Background: an optimization exercise with open tools, aiming at small area, a short achievable clock period and few clock cycles per item. Do not read the settings as production practice. Function was checked by simulation only, so behaviour that the tests miss may differ from the original. No activity file was given, so power comes from the tool's default toggle rates.

**flow/config.mk**
```make
export PLATFORM = sky130hd
export DESIGN_NAME = mipsCore
export DESIGN_NICKNAME = mipsCore
export VERILOG_FILES = /design/flow/design.v
export SDC_FILE = /design/flow/constraint.sdc
export NUM_CORES = 4
export LEC_CHECK = 0
export ABC_CLOCK_PERIOD_IN_PS = 2000
export CAP_MARGIN = 20
export CORE_MARGIN = 2
export CORE_UTILIZATION = 55
export CTS_BUF_LIST = sky130_fd_sc_hd__clkbuf_8
export PLACE_DENSITY = 0.7
export SETUP_SLACK_MARGIN = 1.7
export SLEW_MARGIN = 20
export TNS_END_PERCENT = 100
```
**flow/constraint.sdc**
```tcl
create_clock -name core_clock -period 4.4 [get_ports {CLK}]
set_input_delay 0.8800 -clock core_clock [delete_from_list [all_inputs] [get_ports {CLK}]]
set_output_delay 0.8800 -clock core_clock [all_outputs]
set_load 0.01 [all_outputs]
```
**flow/design.v**
```verilog
package mipsPkg;
	localparam int dataWidth    = 32;
	localparam int regAddrWidth = 5;
	localparam int regCount     = 1 << regAddrWidth;
	localparam logic [5:0] opSpecial = 6'h00;  
	localparam logic [5:0] opAddiu   = 6'h09;
	localparam logic [5:0] opAndi    = 6'h0c;
	localparam logic [5:0] opOri     = 6'h0d;
	localparam logic [5:0] opLui     = 6'h0f;
	localparam logic [5:0] opLw      = 6'h23;
	localparam logic [5:0] opSb      = 6'h28;
	localparam logic [5:0] opSh      = 6'h29;
	localparam logic [5:0] opSw      = 6'h2b;
	localparam logic [5:0] fnSll  = 6'h00;
	localparam logic [5:0] fnSrl  = 6'h02;
	localparam logic [5:0] fnAddu = 6'h21;
	localparam logic [5:0] fnSubu = 6'h23;
	localparam logic [5:0] fnAnd  = 6'h24;
	localparam logic [5:0] fnOr   = 6'h25;
	localparam logic [5:0] fnXor  = 6'h26;
	localparam logic [5:0] fnSlt  = 6'h2a;
	localparam logic [1:0] sizeByte = 2'd1;
	localparam logic [1:0] sizeHalf = 2'd2;
	localparam logic [1:0] sizeWord = 2'd0;
endpackage
`timescale 1ns/10ps
module regFile (
	input  logic        CLK,
	input  logic        we,
	input  logic [4:0]  wa,
	input  logic [31:0] wd,
	input  logic [31:1] sel1,  
	input  logic [31:1] sel2,
	output logic [31:0] rd1,
	output logic [31:0] rd2
);
	logic [31:0] regs [1:31];
	always_ff @(posedge CLK) begin
		if (we && wa != 5'd0) begin
			regs[wa] <= wd;
		end
	end
	always_comb begin
		rd1 = '0;
		rd2 = '0;
		for (int i = 1; i < 32; i++) begin
			rd1 = rd1 | ({32{sel1[i]}} & regs[i]);
			rd2 = rd2 | ({32{sel2[i]}} & regs[i]);
		end
	end
endmodule
`timescale 1ns/10ps
module aluUnit (
	input  logic [31:0] p,            
	input  logic [31:0] g,            
	input  logic [4:0]  shamt,
	input  logic        signsDiffer,  
	input  logic        aNeg,         
	input  logic        selAdd,
	input  logic        selSub,
	input  logic        selAnd,
	input  logic        selOr,
	input  logic        selXor,
	input  logic        selSlt,
	input  logic        selSll,
	input  logic        selSrl,
	output logic [31:0] y
);
	logic [31:0] gl [0:5];
	logic [31:0] pl [0:5];
	logic [31:0] x;                   
	logic [31:0] carry;
	logic [31:0] sum;
	logic        lessThan;
	logic [31:0] shOut;
	logic [31:0] shRev;
	assign gl[0] = g;
	assign pl[0] = p;
	always_comb begin
		for (int k = 0; k < 5; k++) begin
			for (int i = 0; i < 32; i++) begin
				if (((i >> k) & 1) == 1) begin
					gl[k+1][i] = gl[k][i] | (pl[k][i] & gl[k][((i >> k) << k) - 1]);
					pl[k+1][i] = pl[k][i] & pl[k][((i >> k) << k) - 1];
				end else begin
					gl[k+1][i] = gl[k][i];
					pl[k+1][i] = pl[k][i];
				end
			end
		end
	end
	assign carry    = {gl[5][30:0], 1'b0};
	assign x        = p & ~g;
	assign sum      = x ^ carry;
	assign lessThan = signsDiffer ? aNeg : ~sum[31];
	assign shOut = p >> shamt;
	always_comb begin
		for (int i = 0; i < 32; i++) begin
			shRev[i] = shOut[31-i];
		end
	end
	assign y = ({32{selAdd}} & sum)
	         | ({32{selSub}} & ~sum)
	         | ({32{selAnd}} & g)
	         | ({32{selOr}}  & p)
	         | ({32{selXor}} & x)
	         | ({32{selSlt}} & {31'd0, lessThan})
	         | ({32{selSll}} & shRev)
	         | ({32{selSrl}} & shOut);
endmodule
`timescale 1ns/10ps
module mipsCore (
	input  logic        CLK,
	input  logic        rstN,
	output logic [31:0] instrAddress,
	input  logic [31:0] instrData,
	output logic [31:0] dataAddress,
	output logic        memRead,
	output logic        memWrite,
	output logic [31:0] dataWrite,
	output logic [1:0]  writeSize,
	input  logic [31:0] dataRead
);
	logic stall;
	logic [31:2] pc;
	logic [31:0] ir;
	logic [31:1] selRs;
	logic [31:1] selRt;
	assign instrAddress = {pc, 2'b00};
	assign ir           = instrData;
	always_ff @(posedge CLK or negedge rstN) begin
		if (!rstN) begin
			pc <= '0;
		end else if (!stall) begin
			pc <= pc + 30'd1;
		end
	end
	always_comb begin
		for (int i = 1; i < 32; i++) begin
			selRs[i] = ir[25:21] == 5'(i);
			selRt[i] = ir[20:16] == 5'(i);
		end
	end
	logic [5:0]  op;
	logic [4:0]  rs;
	logic [4:0]  rt;
	logic [4:0]  rd;
	logic [5:0]  fn;
	logic [15:0] imm;
	logic        isR;
	logic        rAdd, rSub, rAnd, rOr, rXor, rSlt, rSll, rSrl, rAlu;
	logic        iAddiu, iAndi, iOri, iLui, iLw, iSw, iSh, iSb, isStore;
	logic        regWrite;
	logic [4:0]  dest;
	logic        useRs;
	logic        useRt;
	logic        useImm;
	logic [31:0] immExt;
	assign op  = ir[31:26];
	assign rs  = ir[25:21];
	assign rt  = ir[20:16];
	assign rd  = ir[15:11];
	assign fn  = ir[5:0];
	assign imm = ir[15:0];
	assign isR    = op == mipsPkg::opSpecial;
	assign rAdd   = isR & (fn == mipsPkg::fnAddu);
	assign rSub   = isR & (fn == mipsPkg::fnSubu);
	assign rAnd   = isR & (fn == mipsPkg::fnAnd);
	assign rOr    = isR & (fn == mipsPkg::fnOr);
	assign rXor   = isR & (fn == mipsPkg::fnXor);
	assign rSlt   = isR & (fn == mipsPkg::fnSlt);
	assign rSll   = isR & (fn == mipsPkg::fnSll);
	assign rSrl   = isR & (fn == mipsPkg::fnSrl);
	assign rAlu   = rAdd | rSub | rAnd | rOr | rXor | rSlt;
	assign iAddiu = op == mipsPkg::opAddiu;
	assign iAndi  = op == mipsPkg::opAndi;
	assign iOri   = op == mipsPkg::opOri;
	assign iLui   = op == mipsPkg::opLui;
	assign iLw    = op == mipsPkg::opLw;
	assign iSw    = op == mipsPkg::opSw;
	assign iSh    = op == mipsPkg::opSh;
	assign iSb    = op == mipsPkg::opSb;
	assign isStore = iSw | iSh | iSb;
	assign regWrite = rAlu | rSll | rSrl | iAddiu | iAndi | iOri | iLui | iLw;
	assign dest     = isR ? rd : rt;
	assign useRs    = rAlu | iAddiu | iAndi | iOri | iLw | isStore;
	assign useRt    = rAlu | rSll | rSrl | isStore;
	assign useImm   = iAddiu | iAndi | iOri | iLui | iLw | isStore;
	assign immExt   = iLui ? {imm, 16'h0000} :
	                  (iAndi | iOri) ? {16'h0000, imm} : {{16{imm[15]}}, imm};
	logic        exWr, exLoad, exStore;
	logic [4:0]  exDest;
	logic [31:0] aluOut;
	logic        memWr, memLoad, memStore;
	logic [4:0]  memDest;
	logic [31:0] memRes;
	logic [31:0] memVal;
	logic [31:0] rfA, rfB;
	logic [31:0] fwdA, fwdB;
	logic        exHitA, exHitB, memHitA, memHitB;
	logic        depStall;
	logic        issue;
	regFile u_regFile (
		.CLK(CLK), .we(memWr), .wa(memDest), .wd(memVal),
		.sel1(selRs), .sel2(selRt), .rd1(rfA), .rd2(rfB)
	);
	assign exHitA  = exWr & (exDest == rs);
	assign exHitB  = exWr & (exDest == rt);
	assign memHitA = memWr & (memDest == rs);
	assign memHitB = memWr & (memDest == rt);
	assign fwdA = memHitA ? memVal : rfA;
	assign fwdB = memHitB ? memVal : rfB;
	assign depStall = (useRs & exHitA) | (useRt & exHitB);
	assign stall   = depStall;
	assign issue   = ~depStall;
	logic [31:0] opA, opB;
	logic [31:0] fwdBRev;
	logic [31:0] exP, exG, exSD;
	logic [4:0]  exShamt;
	logic [1:0]  exSize;
	logic        exAdd, exSub, exAnd, exOr, exXor, exSlt, exSll, exSrl;
	logic        exSignsDiffer, exANeg;
	always_comb begin
		for (int i = 0; i < 32; i++) begin
			fwdBRev[i] = fwdB[31-i];
		end
	end
	assign opA = (iLui | rSll | rSrl) ? 32'd0 : (rSub | rSlt) ? ~fwdA : fwdA;
	assign opB = useImm ? immExt : rSll ? fwdBRev : fwdB;
	always_ff @(posedge CLK or negedge rstN) begin
		if (!rstN) begin
			exWr    <= 1'b0;
			exLoad  <= 1'b0;
			exStore <= 1'b0;
		end else begin
			exWr    <= issue & regWrite & (dest != 5'd0);
			exLoad  <= issue & iLw;
			exStore <= issue & isStore;
		end
	end
	always_ff @(posedge CLK) begin
		exDest  <= dest;
		exShamt <= ir[10:6];
		exSize  <= iSb ? mipsPkg::sizeByte : iSh ? mipsPkg::sizeHalf : mipsPkg::sizeWord;
		exAdd   <= rAdd | iAddiu | iLw | isStore;
		exSub   <= rSub;
		exAnd   <= rAnd | iAndi;
		exOr    <= rOr | iOri | iLui;
		exXor   <= rXor;
		exSlt   <= rSlt;
		exSll   <= rSll;
		exSrl   <= rSrl;
		exP     <= opA | opB;
		exG     <= opA & opB;
		exSD    <= fwdB;
		exSignsDiffer <= fwdA[31] ^ fwdB[31];
		exANeg  <= fwdA[31];
	end
	aluUnit u_alu (
		.p(exP), .g(exG), .shamt(exShamt), .signsDiffer(exSignsDiffer), .aNeg(exANeg),
		.selAdd(exAdd), .selSub(exSub), .selAnd(exAnd), .selOr(exOr),
		.selXor(exXor), .selSlt(exSlt), .selSll(exSll), .selSrl(exSrl),
		.y(aluOut)
	);
	logic [31:0] memSD;
	logic [1:0]  memSize;
	logic        memWbLoad;   
	always_ff @(posedge CLK or negedge rstN) begin
		if (!rstN) begin
			memWr    <= 1'b0;
			memLoad  <= 1'b0;
			memStore <= 1'b0;
		end else begin
			memWr    <= exWr;
			memLoad  <= exLoad;
			memStore <= exStore;
		end
	end
	always_ff @(posedge CLK) begin
		memDest <= exDest;
		memRes  <= aluOut;
		memSD   <= exSD;
		memSize <= exSize;
		memWbLoad <= exLoad;
	end
	assign memVal      = memWbLoad ? dataRead : memRes;
	assign dataAddress = memRes;
	assign memRead     = memLoad;
	assign memWrite    = memStore;
	assign dataWrite   = memSD;
	assign writeSize   = memSize;
endmodule
```
**flow/flow/run.sh**
```bash
#!/bin/bash
set -euo pipefail
export BUFFER_PORTS_ARGS="-buffer_cell sky130_fd_sc_hd__buf_2"
bash standard.sh > standard_flow.log 2>&1
```
**flow/standard.sh**
```bash
#!/bin/bash
# synth_recipe.tcl (not shown) runs the flow's synth.tcl, then flattens the netlist and writes it again
# the make line also repeats each setting of config.mk as NAME=value (left out here)
make -C /OpenROAD-flow-scripts/flow DESIGN_CONFIG=/design/flow/config.mk WORK_HOME=/design/flow/orfs CLKGATE_MAP_FILE= SYNTH_SCRIPT=/design/flow/synth_recipe.tcl "${@:-finish}"
```
==> run notes <==
cells by family (layout without fill, tap and decap cells):
| group | count (synthesis) | after routing | share of synthesized area |
|---|---|---|---|
| buffers and inverters | 463 | 1087 | 0.0380 |
| AND/OR/NAND/NOR | 1852 | 1863 | 0.173 |
| flip-flops | 1218 | 1218 | 0.607 |
| AO/OA/AOI/OAI | 1043 | 1043 | 0.138 |
| adder cells (fa/ha/maj) | 1 | 1 | 0.000220 |
| other | 1 | 28 | 0.0000660 |
| multiplexers | 156 | 156 | 0.0319 |
| XOR/XNOR | 77 | 77 | 0.0119 |
area by class of cell:
type	instances	area [um^2]	area share
sequential	1218	34600	0.503
inverter	57	238	0.00346
clock buffer	207	2850	0.0414
clock inverter	138	861	0.0125
timing repair inverter	2	12.5	0.000182
timing repair buffer	683	6020	0.0876
tap	1368	1710	0.0249
multi-input combinational	3142	22500	0.326
antenna	26	65.1	0.000946
worst max-delay path, cell delays in order:
cell       delay [ns]
buf_6            0.19
buf_8            0.19
nor2b_4          0.09
buf_6            0.21
and3_1           0.25
a2111oi_4        0.38
nand3_1          0.14
nor4_2           0.37
a31oi_1          0.14
buf_4            0.20
mux2i_1          0.16
or3_1            0.37
Yosys cell counts (all sizes together) (12+ instances only):
| library cell | count | area, um^2 |
|---|---|---|
| a2111o | 16 | 180 |
| a2111oi | 53 | 516 |
| a211oi | 16 | 130 |
| a21o | 19 | 143 |
| a21oi | 87 | 439 |
| a221oi | 20 | 175 |
| a222oi | 32 | 320 |
| a22o | 46 | 403 |
| a22oi | 455 | 3420 |
| a31oi | 45 | 288 |
| a32oi | 18 | 158 |
| and2 | 64 | 405 |
| and3 | 234 | 1470 |
| buf | 236 | 1310 |
| clkbuf | 170 | 638 |
| dfrtp | 36 | 901 |
| dfxtp | 190 | 3800 |
| edfxtp | 992 | 29800 |
| inv | 56 | 210 |
| mux2 | 63 | 709 |
| mux2i | 79 | 791 |
| mux4 | 14 | 315 |
| nand2 | 275 | 1030 |
| nand2b | 21 | 131 |
| nand3 | 633 | 3170 |
| nand3b | 13 | 97.6 |
| nand4 | 175 | 1090 |
| nor2 | 179 | 672 |
| nor2b | 40 | 258 |
| nor3 | 44 | 235 |
| nor3b | 13 | 118 |
| nor4 | 76 | 482 |
| o2111ai | 17 | 149 |
| o211ai | 46 | 345 |
| o21a | 12 | 90.1 |
| o21ai | 77 | 385 |
| o22ai | 22 | 150 |
| or2 | 24 | 150 |
| or3 | 17 | 106 |
| or4 | 14 | 113 |
| xnor2 | 49 | 429 |
| xor2 | 28 | 245 |
flip-flops by register name, indices dropped and copies added (netlist names), 5 cells and up:
signal,cells
exShamt,5
exG,32
memRes,32
pc,30
exP,32
exDest,5
memSD,32
u_regFile.regs,992
memDest,5
exSD,32
layer usage:
| metal | vias up | part of all wire | global-route usage |
|---|---|---|---|
| li1 | 20100 | - | - |
| met1 | 25500 | 0.31 | 0.647 |
| met2 | 6787 | 0.39 | 0.717 |
| met3 | 2021 | 0.19 | 0.288 |
| met4 | 27 | 0.11 | 0.414 |
| met5 | - | 0.0027 | 0.0290 |
what timing repair did:
item                       in CTS  in global routing
gates cloned                    9                  6
resized for setup             204                154
setup endpoints to repair     343                189
buffers inserted              102                 63
pin swaps                      46                 52
worst max path at each step:
| stage | to | depth (start not counted) |
|---|---|---|
| floorplan | exP[21] | 10 |
| global placement | exG[28] | 12 |
| detailed placement | exG[28] | 12 |
| CTS | memRes[28] | 9 |
| global route | exP[27] | 11 |
| finish | exP[27] | 12 |
power breakdown:
| part | total, mW | internal (mW) | switching (mW) |
|---|---|---|---|
| Combinational | 4.16 | 1.45 | 2.71 |
| Sequential | 13.5 | 13.0 | 0.450 |
| Clock | 9.69 | 4.87 | 4.82 |
==> qor.txt <==
Final Skew = 0.0527 ns
CTS Sinks = 1218
Avg Cell Area, Syn = 11.8 um^2
synthesis warning total = 5
Primary FF master, synth = edfxtp_1
Synth cell types = 101
Max VDD drop = 0.335 mV
commonest non-fill, non-tap cell in the layout = edfxtp_1
Die W = 325 um
DIE AREA = 0.106 mm^2
post-route ant nets = 0
CP startpoint = instrData[21]
relative slew slack = 0.215
post-synthesis sequential area ratio = 0.607
Seq cells post-synth = 1218
CP Data Arrival Time = 3.64 ns
FF-to-FF End = exP[28]
DP Wirelength = 185000 um
startpoint types = input port
RSZ-0062 raised after global routing = true
Place WS = -0.0423 ns
Pwr Total = 27.3 mW
GPL Wtd Cong = 1.05
crit path max fanout = 27
cts hold-fix bufs = 0
Core Region = 0.102 mm^2
final wirelength = 296000 um
max_cap viols = 0
Placed Instance Area = 0.0617 mm^2
# IOs = 166
RR Startpoint = memDest[2]
via count = 54400
Initial Util = 0.556
Fillers = 7701
Reg2Reg Depth = 8
first-pass GRT wire length = 394000 um
largest net degree at the start of global routing = 84
status = complete, no violations
Reg clk slew, reported paths = 0.07 ns
Final setup violation count = 0
Slew @ Worst Pin = 1.17 ns
fin crit period = 2.85 ns
number of CTS-inserted buffers = 193
area delta synth->final = 21.0%
Via density = 7.95
R2R Setup Slk = 1.58 ns
Placed Cells = 6290
EDFF count, synth = 992
port bufs = 163
Worst EP required = 5.19 ns
share of layout cells above drive strength 1 = 0.261
latest clock arrival within the worst-skew pair = 0.93 ns
GRT Resource Usage Total = 0.538
post-route worst setup slack = 1.55 ns
CTS root buffer = clkbuf_8
Post-synth ARST share = 0.0296
final hold slack = 0.0915 ns
CTS Buffer Depth = 3
Post-layout nets = 5364
most frequent cells in the layout = 992 x edfxtp_1, 608 x nand3_1, 440 x a22oi_1
Pwr per Cell Area = 397 mW/mm^2
fin cells = 6841
Tcrit/Tclk final = 0.647
htree depth = 4
crit end category = flop
Die H = 325 um
cell area after layout = 0.0688 mm^2
Mapped Area = 0.0568 mm^2
worst min path class = in -> async
cells after synthesis = 4811
initial DRC count = 13300
initial antenna violation count = 22
final hold violation count = 0
setup_tns = 0 ns
First-pass DRT Iterations = 13
WL/cell = 43.2 um
f_max = 0.351 GHz
# rows = 117
leakage power = 25.7 nW
CP Class = in -> reg
CTS tree = yes
Final Max Tran Viols = 0
vias in the first global route = 49200
DRC = 0
Finished Core Util = 0.673
grt ovf = 0
Testbench counts, summed over its fixed seeds: cycles 42,319, instrs 39,840.

[afterwards: timing with drivers on the ports]
The results above use ideal ports. As a check the final layout listed here was re-extracted and re-timed, cells and wires unchanged. Step 1 assumes that a clkbuf_16 drives the clock port and a buf_2 every other input. Step 2 times the ports against the registers' clock, not the clock port: input delays grow and output delays shrink by t, the midpoint of the rising clock arrivals with the driver on. Slacks: ideal / step 1 / step 2; pairs: ideal / step 1.
t, ns: 0.974
slack for setup (ns): 1.554 / 1.495 / 0.521
slew at the worst register clock pin (ns): 0.08 / 0.08
worst data-port slew with drivers (ns): 0.18
After both steps setup and hold are still met in this run. The setup slack of this run moves by -0.059 ns with the drivers and by -1.033 ns with both steps.
